What follows belongs to an exercise in optimizing a design on an open flow for small area and a short achievable clock period; a production flow would make more cautious choices.
Only simulation tests tie the RTL to the original design; equivalence was not proved.
Power and IR drop assume default switching activity.

## red
==> flow/design.v <==
`default_nettype none
module rv_dmem (
    input  logic        clk_in,
    input  logic        rst_in,
    input  logic [31:0] dm_addr,
    input  logic [31:0] dm_data_out,
    input  logic [3:0]  dm_wr_mask,
    input  logic        dm_wr_req,
    output logic [31:0] dm_data_in,
    output logic        dm_ready,
    output logic        err_mask,
    output logic        err_range
);
    localparam int MEM_DEPTH = 64;
    logic [5:0]  r_clr_idx;
    logic        r_clear;         
    logic [31:0] r_mem [MEM_DEPTH];
    logic        w_in_range;
    logic        w_mask_legal;
    logic        w_mask_zero;
    logic        w_clear;
    logic        w_wr_ok;
    logic        w_rd_ok;
    logic        w_rd_ok_n;
    logic [7:0]  w_dhi;           
    logic [7:0]  w_dlo;           
    logic [3:0]  w_lane_wr;       
    logic [7:0]  w_npa [4];       
    logic [7:0]  w_npb;           
    logic [MEM_DEPTH-1:0] w_rsel;
    logic [31:0] w_wdata;
    logic [31:0] w_rdata;
    logic        w_unused;
    assign w_unused    = ^dm_addr[1:0];
    logic [5:0] w_z4;             
    logic [1:0] w_hi_n;           
    generate
        for (genvar g = 0; g < 6; g++) begin : g_z4
            rv_dmem_g_nor4 u_z (.a(dm_addr[8+4*g]), .b(dm_addr[9+4*g]), .c(dm_addr[10+4*g]),
                                .d(dm_addr[11+4*g]), .y(w_z4[g]));
        end
        for (genvar h = 0; h < 2; h++) begin : g_hi
            rv_dmem_g_nand3 u_h (.a(w_z4[3*h]), .b(w_z4[3*h+1]), .c(w_z4[3*h+2]),
                                 .y(w_hi_n[h]));
        end
    endgenerate
    rv_dmem_g_nor2 u_in_range (.a(w_hi_n[0]), .b(w_hi_n[1]), .y(w_in_range));
    assign w_mask_zero = (dm_wr_mask == 4'b0000);
    always_comb begin
        case (dm_wr_mask)
            4'b0001, 4'b0010, 4'b0100, 4'b1000,
            4'b0011, 4'b1100, 4'b1111: w_mask_legal = 1'b1;
            default:                   w_mask_legal = 1'b0;
        endcase
    end
    assign w_clear = r_clear;
    assign w_wr_ok = ~rst_in & dm_wr_req & w_mask_legal;
    assign w_rd_ok = ~rst_in & ~r_clear & ~dm_wr_req & w_in_range;
    assign w_rd_ok_n = ~w_rd_ok;
    logic w_run;                  
    assign w_run = ~r_clear;
    generate
        for (genvar b = 0; b < 32; b++) begin : g_wd
            rv_dmem_g_and2 u_wd (.a(dm_data_out[b]), .b(w_run), .y(w_wdata[b]));
        end
    endgenerate
    rv_dmem_g_dec3 u_dhi (.a(dm_addr[7:5]), .y(w_dhi));
    rv_dmem_g_dec3 u_dlo (.a(dm_addr[4:2]), .y(w_dlo));
    always_comb begin
        for (int l = 0; l < 4; l++)
            w_lane_wr[l] = w_wr_ok & dm_wr_mask[l] & w_z4[3] & w_z4[4] & w_z4[5];
    end
    generate
        for (genvar j = 0; j < 8; j++) begin : g_pre
            rv_dmem_g_aoi41 u_npb (.a({w_dlo[j], w_z4[2:0]}), .b(w_clear), .y(w_npb[j]));
            for (genvar l = 0; l < 4; l++) begin : g_lane
                rv_dmem_g_aoi21 u_npa (.a0(w_dhi[j]), .a1(w_lane_wr[l]), .b(w_clear),
                                       .y(w_npa[l][j]));
            end
        end
        for (genvar i = 0; i < MEM_DEPTH; i++) begin : g_rsel
            rv_dmem_g_and2 u_rsel (.a(w_dhi[i / 8]), .b(w_dlo[i % 8]), .y(w_rsel[i]));
        end
    endgenerate
    generate
        for (genvar i = 0; i < MEM_DEPTH; i++) begin : g_word
            for (genvar l = 0; l < 4; l++) begin : g_lane
                logic w_en;
                rv_dmem_g_nor2 u_en (.a(w_npa[l][i / 8]), .b(w_npb[i % 8]), .y(w_en));
                always_ff @(posedge clk_in) begin
                    if (w_en)
                        r_mem[i][8*l +: 8] <= w_wdata[8*l +: 8];
                end
            end
        end
    endgenerate
    generate
        for (genvar b = 0; b < 32; b++) begin : g_bit
            logic [63:0] w_t_n;
            logic [15:0] w_u;
            logic [3:0]  w_v_n;
            for (genvar i = 0; i < MEM_DEPTH; i++) begin : g_t
                rv_dmem_g_nand2 u_t (.a(w_rsel[i]), .b(r_mem[i][b]), .y(w_t_n[i]));
            end
            for (genvar g = 0; g < 16; g++) begin : g_n4
                rv_dmem_g_nand4 u_u (.a(w_t_n[4*g]), .b(w_t_n[4*g+1]), .c(w_t_n[4*g+2]),
                                     .d(w_t_n[4*g+3]), .y(w_u[g]));
            end
            for (genvar g = 0; g < 4; g++) begin : g_r4
                rv_dmem_g_nor4 u_v (.a(w_u[4*g]), .b(w_u[4*g+1]), .c(w_u[4*g+2]),
                                    .d(w_u[4*g+3]), .y(w_v_n[g]));
            end
            rv_dmem_g_aoi41 u_o (.a(w_v_n), .b(w_rd_ok_n), .y(w_rdata[b]));
        end
    endgenerate
    always_ff @(posedge clk_in) begin
        if (rst_in) begin
            r_clr_idx <= '0;
            r_clear   <= 1'b1;
            dm_ready  <= 1'b0;
            err_mask  <= 1'b0;
            err_range <= 1'b0;
        end else begin
            r_clr_idx <= r_clr_idx + 1'b1;
            if (r_clr_idx == 6'd63) begin
                r_clear  <= 1'b0;
                dm_ready <= 1'b1;
            end
            if (!r_clear) begin
                if (!w_in_range)
                    err_range <= 1'b1;
                if (dm_wr_req && !w_mask_legal && !w_mask_zero)
                    err_mask <= 1'b1;
            end
        end
    end
    always_ff @(posedge clk_in) begin
        dm_data_in <= w_rdata;
    end
endmodule
module rv_dmem_g_nand4 (
    input  logic a, b, c, d,
    output logic y
);
    assign y = ~(a & b & c & d);
endmodule
module rv_dmem_g_nand2 (
    input  logic a, b,
    output logic y
);
    assign y = ~(a & b);
endmodule
module rv_dmem_g_aoi21 (
    input  logic a0, a1, b,
    output logic y
);
    assign y = ~((a0 & a1) | b);
endmodule
module rv_dmem_g_and2 (
    input  logic a, b,
    output logic y
);
    assign y = a & b;
endmodule
module rv_dmem_g_dec3 (
    input  logic [2:0] a,
    output logic [7:0] y
);
    always_comb begin
        for (int k = 0; k < 8; k++)
            y[k] = (a == 3'(k));
    end
endmodule
module rv_dmem_g_nor4 (
    input  logic a, b, c, d,
    output logic y
);
    assign y = ~(a | b | c | d);
endmodule
module rv_dmem_g_aoi41 (
    input  logic [3:0] a,
    input  logic       b,
    output logic       y
);
    assign y = ~((&a) | b);
endmodule
module rv_dmem_g_nand3 (
    input  logic a, b, c,
    output logic y
);
    assign y = ~(a & b & c);
endmodule
module rv_dmem_g_nor2 (
    input  logic a, b,
    output logic y
);
    assign y = ~(a | b);
endmodule
`default_nettype wire
==> flow/config.mk <==
export PLATFORM = sky130hd
export DESIGN_NAME = rv_dmem
export DESIGN_NICKNAME = rv_dmem
export VERILOG_FILES = /design/flow/design.v
export SDC_FILE = /design/flow/constraint.sdc
export NUM_CORES = 4
export LEC_CHECK = 0
export CAP_MARGIN = 20
export CORE_MARGIN = 2
export CORE_UTILIZATION = 60
export CTS_CLUSTER_DIAMETER = 80
export CTS_CLUSTER_SIZE = 24
export GPL_TIMING_DRIVEN = 1
export SETUP_SLACK_MARGIN = 1.6
export SLEW_MARGIN = 20
export SYNTH_HIERARCHICAL = 1
export SYNTH_MINIMUM_KEEP_SIZE = 0
==> flow/constraint.sdc <==
create_clock -name core_clock -period 3.6 [get_ports {clk_in}]
set_input_delay 0.7200 -clock core_clock [delete_from_list [all_inputs] [get_ports {clk_in}]]
set_output_delay 0.7200 -clock core_clock [all_outputs]
set_load 0.01 [all_outputs]
run.sh (not shown) runs the stock make flow with config.mk's settings and CLKGATE_MAP_FILE= SYNTH_SCRIPT=/design/flow/synth_recipe.tcl, a recipe that flattens the netlist after the stock synthesis.
### red -> blue
diff --git a/flow/design.v b/flow/design.v
--- a/flow/design.v
+++ b/flow/design.v
@@ -22,5 +22,4 @@
     logic        w_wr_ok;
     logic        w_rd_ok;
-    logic        w_rd_ok_n;
     logic [7:0]  w_dhi;           
     logic [7:0]  w_dlo;           
@@ -57,5 +56,4 @@
     assign w_wr_ok = ~rst_in & dm_wr_req & w_mask_legal;
     assign w_rd_ok = ~rst_in & ~r_clear & ~dm_wr_req & w_in_range;
-    assign w_rd_ok_n = ~w_rd_ok;
     logic w_run;                  
     assign w_run = ~r_clear;
@@ -99,5 +97,6 @@
             logic [63:0] w_t_n;
             logic [15:0] w_u;
-            logic [3:0]  w_v_n;
+            logic [7:0]  w_v_n;
+            logic [1:0]  w_w;
             for (genvar i = 0; i < MEM_DEPTH; i++) begin : g_t
                 rv_dmem_g_nand2 u_t (.a(w_rsel[i]), .b(r_mem[i][b]), .y(w_t_n[i]));
@@ -107,9 +106,12 @@
                                      .d(w_t_n[4*g+3]), .y(w_u[g]));
             end
-            for (genvar g = 0; g < 4; g++) begin : g_r4
-                rv_dmem_g_nor4 u_v (.a(w_u[4*g]), .b(w_u[4*g+1]), .c(w_u[4*g+2]),
-                                    .d(w_u[4*g+3]), .y(w_v_n[g]));
-            end
-            rv_dmem_g_aoi41 u_o (.a(w_v_n), .b(w_rd_ok_n), .y(w_rdata[b]));
+            for (genvar g = 0; g < 8; g++) begin : g_r2
+                rv_dmem_g_nor2 u_v (.a(w_u[2*g]), .b(w_u[2*g+1]), .y(w_v_n[g]));
+            end
+            for (genvar g = 0; g < 2; g++) begin : g_w4
+                rv_dmem_g_nand4 u_w (.a(w_v_n[4*g]), .b(w_v_n[4*g+1]), .c(w_v_n[4*g+2]),
+                                     .d(w_v_n[4*g+3]), .y(w_w[g]));
+            end
+            rv_dmem_g_oa21 u_o (.a0(w_w[0]), .a1(w_w[1]), .b(w_rd_ok), .y(w_rdata[b]));
         end
     endgenerate
@@ -178,4 +180,10 @@
     assign y = ~(a | b | c | d);
 endmodule
+module rv_dmem_g_oa21 (
+    input  logic a0, a1, b,
+    output logic y
+);
+    assign y = (a0 | a1) & b;
+endmodule
 module rv_dmem_g_aoi41 (
     input  logic [3:0] a,
### Flow results
Summary — global routing met3 resource utilization, blue relative to red: higher, by 0.42 points.
red and blue ended up with roughly the same clock transition at the register clock pins on the worst setup and hold paths after CTS.
| worst setup slack | red vs blue | ≈ equal |
Compared with red, blue shows a lower footprint of the multi-input gates.
Compare blue and red | number of global-route vias before repair higher: blue
From red to blue the numbers moved as follows: standby leakage power decreased about 0.6%; power per cell area moved up.
On number of buffers and inverters on the critical path, the lower figure sits with blue, not red.

-- separate check: timing with driven ports --
How much do the figures lean on ideal ports? The routed layouts below were timed once more, with nothing changed but the port constraints.
Step 1 sets driving cells, clkbuf_16 on the clock port and buf_2 on the other inputs (assumed; they add their load-dependent delay and slew).
Step 2 adds t to the input delays and takes it off the output delays; t is the mean of the earliest and latest rising clock arrival at the registers after step 1. Input paths then give back, and output paths get back, about the clock's delay inside the block.
Three values: ideal, step 1, step 2; two values: the first two.
| run | t (ns) | slack for setup (ns) | cell pins on the clock port's net |
|---|---|---|---|
| red | 0.812 | 1.509 / 1.531 / 0.740 | 1 |
| blue | 0.822 | 1.510 / 1.451 / 0.629 | 1 |
After both steps setup and hold are still met in every run listed. For blue, which loses most, drivers alone change the setup slack by -0.059 ns; drivers and shift together by -0.881 ns.
